What follows belongs to an exercise in optimizing a design on an open flow for a short achievable clock period and few clock cycles per item; a production flow would make more cautious choices.
Only simulation tests tie the RTL to the original design; equivalence was not proved.
Power figures rest on the tool's default switching activity, not on a simulated workload.

==> inputs of run a <==
// rv_core
module rv_core (
  input  logic        clk,
  input  logic        rst_n,
  output logic [31:0] imem_addr,
  input  logic [31:0] imem_instr,
  output logic [31:0] dmem_addr,
  output logic [31:0] dmem_wdata,
  output logic        dmem_read,
  output logic        dmem_write,
  input  logic [31:0] dmem_rdata
);
  localparam logic [6:0]  opc_op     = 7'b0110011;
  localparam logic [6:0]  opc_op_imm = 7'b0010011;
  localparam logic [6:0]  opc_lui    = 7'b0110111;
  localparam logic [6:0]  opc_load   = 7'b0000011;
  localparam logic [6:0]  opc_store  = 7'b0100011;
  localparam logic [31:0] nop_instr  = 32'h00000013;
  function automatic logic [31:0] ks_add(input logic [31:0] a, input logic [31:0] b);
    logic [31:0] g, p, t;
    g = a & b;
    p = a ^ b;
    t = p;
    for (int l = 0; l < 5; l++) begin
      for (int i = 31; i >= (1 << l); i--) begin
        g[i] = g[i] | (p[i] & g[i - (1 << l)]);
        p[i] = p[i] & p[i - (1 << l)];
      end
    end
    ks_add = t ^ {g[30:0], 1'b0};
  endfunction
  logic        stall;   
  logic [29:0] pc;
  logic [29:0] pc_n;   
  logic [31:0] fd_instr;
  logic [31:0] fd_sel1, fd_sel2;
  logic        fd_we;
  logic        f_mem;
  assign imem_addr = {pc, 2'b00};
  always_ff @(posedge clk) begin
    if (!rst_n) begin
      pc       <= '0;
      pc_n     <= '1;
      fd_instr <= nop_instr;
  ...
clock: 7.0 ns
lec_check: 0
abc_area: 1
cap_margin: 20
core_margin: 2
core_utilization: 40
setup_slack_margin: 4.5
slew_margin: 20
run.sh (not shown) runs the stock make flow with config.mk's settings and CLKGATE_MAP_FILE= SYNTH_SCRIPT=/design/flow/synth_recipe.tcl, a recipe that flattens the netlist after the stock synthesis.
==> run b (differences from run a) <==
--- a/flow/design.v
+++ b/flow/design.v
@@ -27,32 +27,29 @@
         g[i] = g[i] | (p[i] & g[i - (1 << l)]);
         p[i] = p[i] & p[i - (1 << l)];
       end
     end
     ks_add = t ^ {g[30:0], 1'b0};
   endfunction
   logic        stall;   
   logic [29:0] pc;
-  logic [29:0] pc_n;   
   logic [31:0] fd_instr;
   logic [31:0] fd_sel1, fd_sel2;
   logic        fd_we;
   logic        f_mem;
   assign imem_addr = {pc, 2'b00};
   always_ff @(posedge clk) begin
     if (!rst_n) begin
       pc       <= '0;
-      pc_n     <= '1;
       fd_instr <= nop_instr;
       fd_sel1  <= '0;
       fd_sel2  <= '0;
     end else if (!stall) begin
-      pc       <= ~pc_n + 30'd1;
-      pc_n     <= ~(~pc_n + 30'd1);
+      pc       <= pc + 30'd1;
       fd_instr <= imem_instr;
       fd_sel1  <= 32'd1 << imem_instr[19:15];
       fd_sel2  <= 32'd1 << imem_instr[24:20];
     end
   end
   assign f_mem = (imem_instr[6:0] == opc_load || imem_instr[6:0] == opc_store) &&
                  (imem_instr[14:12] == 3'b010);
   always_ff @(posedge clk) begin
@@ -126,121 +123,81 @@
       d_add = 1'b1;   
     end
   end
   logic        da_we, da_ld, da_st, da_b2, da_lui;
   logic [4:0]  da_rd;
   logic [31:0] da_imm, da_r1, da_r2;
   logic        da_add, da_sub, da_sll, da_sr, da_slt, da_sltu, da_xor, da_or, da_and, da_arith;
   logic        da_e1, da_e2, da_w1, da_w2;
-  logic        n_e1, n_e2;
-  logic [6:0]  da_s;
-  logic [6:0]  q_a, q_asp, q_asn, q_b, q_sd, q_shp, q_shr;
-  logic        f_asn;
-  assign n_e1 = da_we && (da_rd == d_rs1);
-  assign n_e2 = da_we && (da_rd == d_rs2);
-  assign da_s = {da_ld, da_xor | da_or | da_and, da_sltu, da_slt, da_sr, da_sll, da_add | da_sub};
   always_ff @(posedge clk) begin
     if (!rst_n || stall) begin   
       da_we <= 1'b0;
       da_ld <= 1'b0;
       da_st <= 1'b0;
     end else begin
       da_we <= d_we;
       da_ld <= d_ld;
       da_st <= d_st;
     end
   end
   always_ff @(posedge clk) begin
-    da_e1  <= n_e1;
-    da_e2  <= n_e2;
-    q_a    <= {7{n_e1}} & da_s;
-    q_asp  <= {7{n_e1 && !d_sub}} & da_s;
-    q_asn  <= {7{n_e1 && d_sub}} & da_s;
-    f_asn  <= n_e1 && d_sub;
-    q_b    <= {7{n_e2 && (d_op || d_st)}} & da_s;
-    q_sd   <= {7{n_e2}} & da_s;
-    q_shp  <= {7{n_e1 && !d_sll}} & da_s;
-    q_shr  <= {7{n_e1 && d_sll}} & da_s;
+    da_e1  <= da_we && (da_rd == d_rs1);
+    da_e2  <= da_we && (da_rd == d_rs2);
     da_w1  <= ae_we && (ae_rd == d_rs1);
     da_w2  <= ae_we && (ae_rd == d_rs2);
     da_rd  <= d_rd;
     da_imm <= d_imm;
     da_b2  <= d_op | d_st;   
     da_lui <= d_lui;
     da_r1  <= (ew_we && ew_rd == d_rs1) ? ew_res : d_r1;
     da_r2  <= (ew_we && ew_rd == d_rs2) ? ew_res : d_r2;
     {da_add, da_sub, da_sll, da_sr, da_slt, da_sltu, da_xor, da_or, da_and, da_arith} <=
       {d_add, d_sub, d_sll, d_sr, d_slt, d_sltu, d_xor, d_or, d_and, d_arith};
   end
   logic        ae_ld, ae_st;
-  logic        ae_ldn;   
   logic [31:0] ae_a, ae_as, ae_b, ae_sd, ae_sh, ae_addr;
   logic [3:0]  ae_shlo;   
   logic [7:0]  ae_shhi;   
   logic        ae_add, ae_sub, ae_sll, ae_sr, ae_slt, ae_sltu, ae_xor, ae_or, ae_and, ae_fill;
   logic [31:0] a_r1, a_r2, a_b;
   logic [4:0]  a_amt;
   function automatic logic [31:0] rev32(input logic [31:0] v);
     for (int i = 0; i < 32; i++) rev32[i] = v[31 - i];
   endfunction
-  logic [31:0] xp_sum, xp_sr, xp_log, xp_ld;
-  logic        xp_lt, xp_ltu;
-  function automatic logic [31:0] pick(input logic [6:0] q, input logic [31:0] sum,
-                                       input logic [31:0] sr, input logic lt, input logic ltu,
-                                       input logic [31:0] lg, input logic [31:0] ld);
-    pick = ({32{q[0]}} & sum)
-         | ({32{q[1]}} & rev32(sr))
-         | ({32{q[2]}} & sr)
-         | {31'd0, q[3] & lt}
-         | {31'd0, q[4] & ltu}
-         | ({32{q[5]}} & lg)
-         | ({32{q[6]}} & ld);
-  endfunction
   assign a_r1 = da_w1 ? ew_res : da_r1;
   assign a_r2 = da_w2 ? ew_res : da_r2;
   assign a_b  = da_b2 ? a_r2 : da_imm;
   assign a_amt = (da_e2 && da_b2) ? e_res[4:0] : a_b[4:0];
   always_ff @(posedge clk) begin
     if (!rst_n) begin
       ae_we <= 1'b0;
       ae_ld <= 1'b0;
-      ae_ldn <= 1'b1;
       ae_st <= 1'b0;
     end else begin
       ae_we <= da_we;
       ae_ld <= da_ld;
-      ae_ldn <= !da_ld;
       ae_st <= da_st;
     end
   end
-  logic [31:0] x_a, x_asp, x_asn, x_b, x_sd, x_shp, x_shr;
-  assign x_a   = pick(q_a,   xp_sum, xp_sr, xp_lt, xp_ltu, xp_log, xp_ld);
-  assign x_asp = pick(q_asp, xp_sum, xp_sr, xp_lt, xp_ltu, xp_log, xp_ld);
-  assign x_asn = pick(q_asn, xp_sum, xp_sr, xp_lt, xp_ltu, xp_log, xp_ld);
-  assign x_b   = pick(q_b,   xp_sum, xp_sr, xp_lt, xp_ltu, xp_log, xp_ld);
-  assign x_sd  = pick(q_sd,  xp_sum, xp_sr, xp_lt, xp_ltu, xp_log, xp_ld);
-  assign x_shp = pick(q_shp, xp_sum, xp_sr, xp_lt, xp_ltu, xp_log, xp_ld);
-  assign x_shr = pick(q_shr, xp_sum, xp_sr, xp_lt, xp_ltu, xp_log, xp_ld);
   always_ff @(posedge clk) begin
     ae_rd   <= da_rd;
-    ae_a    <= x_a | ((da_e1 || da_lui) ? 32'd0 : a_r1);
-    ae_as   <= x_asp | (f_asn ? ~x_asn : 32'd0) |
-               ((da_e1 || da_lui) ? 32'd0 : (da_sub ? ~a_r1 : a_r1));
-    ae_b    <= x_b | ((da_e2 && da_b2) ? 32'd0 : a_b);
-    ae_sd   <= x_sd | (da_e2 ? 32'd0 : a_r2);
-    ae_sh   <= x_shp | rev32(x_shr) | (da_e1 ? 32'd0 : (da_sll ? rev32(a_r1) : a_r1));
+    ae_a    <= da_e1 ? e_res : da_lui ? 32'd0 : a_r1;
+    ae_as   <= da_e1 ? (da_sub ? ~e_res : e_res) : da_lui ? 32'd0 : (da_sub ? ~a_r1 : a_r1);
+    ae_b    <= (da_e2 && da_b2) ? e_res : a_b;
+    ae_sd   <= da_e2 ? e_res : a_r2;
+    ae_sh   <= da_e1 ? (da_sll ? rev32(e_res) : e_res) : (da_sll ? rev32(a_r1) : a_r1);
     ae_shlo <= 4'd1 << a_amt[1:0];
     ae_shhi <= 8'd1 << a_amt[4:2];
     ae_addr <= da_w1 ? ks_add(ew_res, da_imm) : ks_add(da_r1, da_imm);
     {ae_add, ae_sub, ae_sll, ae_sr, ae_slt, ae_sltu, ae_xor, ae_or, ae_and} <=
       {da_add, da_sub, da_sll, da_sr, da_slt, da_sltu, da_xor, da_or, da_and};
     ae_fill <= da_arith && (da_e1 ? e_res[31] : a_r1[31]);
   end
-  logic [31:0] x_sum, x_log;
+  logic [31:0] x_sum;
   logic        x_lt, x_ltu;
   logic [31:0] kg [6];
   logic [31:0] kp [6];
   always_comb begin
     kg[0] = ae_as & ae_b;
     kp[0] = ae_as ^ ae_b;
     for (int l = 0; l < 5; l++) begin
       for (int i = 0; i < 32; i++) begin
@@ -284,41 +241,39 @@
         sr1[i] = sr1[i] | (ae_shlo[k] & ((i + k < 32) ? ae_sh[(i + k) & 31] : ae_fill));
     end
     for (int i = 0; i < 32; i++) begin
       sr2[i] = 1'b0;
       for (int k = 0; k < 8; k++)
         sr2[i] = sr2[i] | (ae_shhi[k] & ((i + 4 * k < 32) ? sr1[(i + 4 * k) & 31] : ae_fill));
     end
   end
-  assign x_log = ({32{ae_xor}} & (ae_a ^ ae_b))
-               | ({32{ae_or}}  & (ae_a | ae_b))
-               | ({32{ae_and}} & (ae_a & ae_b));
-  assign e_res = pick({!ae_ldn, ae_xor | ae_or | ae_and, ae_sltu, ae_slt, ae_sr, ae_sll,
-                         ae_add | ae_sub}, xp_sum, xp_sr, xp_lt, xp_ltu, xp_log, xp_ld);
-  assign xp_sum = x_sum;
-  assign xp_sr  = sr2;
-  assign xp_lt  = x_lt;
-  assign xp_ltu = x_ltu;
-  assign xp_log = x_log;
-  assign xp_ld  = dmem_rdata;
+  always_comb begin
+    e_res = ({32{ae_add | ae_sub}} & x_sum)
+          | ({32{ae_sll}}  & rev32(sr2))
+          | ({32{ae_sr}}   & sr2)
+          | ({32{ae_slt}}  & {31'd0, x_lt})
+          | ({32{ae_sltu}} & {31'd0, x_ltu})
+          | ({32{ae_xor}}  & (ae_a ^ ae_b))
+          | ({32{ae_or}}   & (ae_a | ae_b))
+          | ({32{ae_and}}  & (ae_a & ae_b))
+          | ({32{ae_ld}}   & dmem_rdata);
+  end
   assign dmem_addr  = ae_addr;
   assign dmem_read  = ae_ld;
   assign dmem_write = ae_st;
   assign dmem_wdata = ae_sd;
   always_ff @(posedge clk) begin
     if (!rst_n)
       ew_we <= 1'b0;
     else
       ew_we <= ae_we;
   end
-  logic [31:0] ew_wn;
   always_ff @(posedge clk) begin
     ew_rd  <= ae_rd;
     ew_res <= e_res;
-    ew_wn  <= ~e_res;
   end
   always_ff @(posedge clk) begin
     if (ew_we)
-      regs[ew_rd] <= ~ew_wn;
+      regs[ew_rd] <= ew_res;
   end
 endmodule
 `default_nettype wire
ABC_AREA = unset   (was 1)
ABC_CLOCK_PERIOD_IN_PS = 2500   (was unset)
==> comparison table <==
	run a	run b
Worst-path cell with the longest stage delay	sky130_fd_sc_hd__dfxtp_4	sky130_fd_sc_hd__or3_4
Row cnt	164	151
Tmin final	2.83 ns	3.13 ns
Outcome	finished clean	finished clean
Pwr dens	254 mW/mm^2	258 mW/mm^2
Max FO, Critical Path	1	4
Final-layout clock buffer total	240	211
Number of instances resized during post-cts repair	1,016	1,271
Overall track demand over capacity in global routing	0.441	0.362
Tapcell Cnt	2,656	2,218
Worst slew pin tran	1.35 ns	1.10 ns
Power drawn by the clock network	10.0 mW	8.75 mW
Leading cell type in the layout, fill and taps excluded	sky130_fd_sc_hd__nand2_1	sky130_fd_sc_hd__edfxtp_1
End point of the worst hold path	ae_xor	ae_or
GR Util met3	0.163	0.130
Multi-input gates	6,702	3,559
Worst setup timing slack at the placement stage	3.39 ns	3.27 ns
Average detailed-routed wire length per instance	37.3 um	39.2 um
Relative area of clock buffers and inverters in the final design	0.0637	0.0621
Peak supply drop	0.236 mV	0.284 mV
Timing-limited maximum frequency	0.354 GHz	0.319 GHz
Global Route met2 Usage	0.638	0.525
Setup slack of the critical path after layout	4.17 ns	3.87 ns
Layout sequential cell count	1,610	1,497
Register area	0.0426 mm^2	0.0405 mm^2
Testbench counts of run a, summed over its fixed seeds: cycles 21,036, instrs 20,688.
Testbench counts of run b, summed over its fixed seeds: cycles 21,036, instrs 20,688.

## separate check: timing with driven ports
How much do the figures lean on ideal ports? The routed layouts below were timed once more, with nothing changed but the port constraints. Step 1 sets driving cells, clkbuf_16 on the clock port and buf_2 on the other inputs (assumed; they add their load-dependent delay and slew). Step 2 times the ports against the registers' clock, not the clock port: input delays grow and output delays shrink by t, the midpoint of the rising clock arrivals with the driver on. a / b / c = ideal ports / drivers / drivers and shift; a / b = the first two.
run	t, ns	setup slack, ns	worst setup path after step 2
run a	0.928	4.174 / 4.088 / 3.371	input to register
run b	0.881	3.870 / 3.870 / 3.291	input to register
After both steps every run listed still meets setup and hold. The setup slack of run a, which loses most, moves by -0.086 ns with the drivers and by -0.803 ns with both steps.
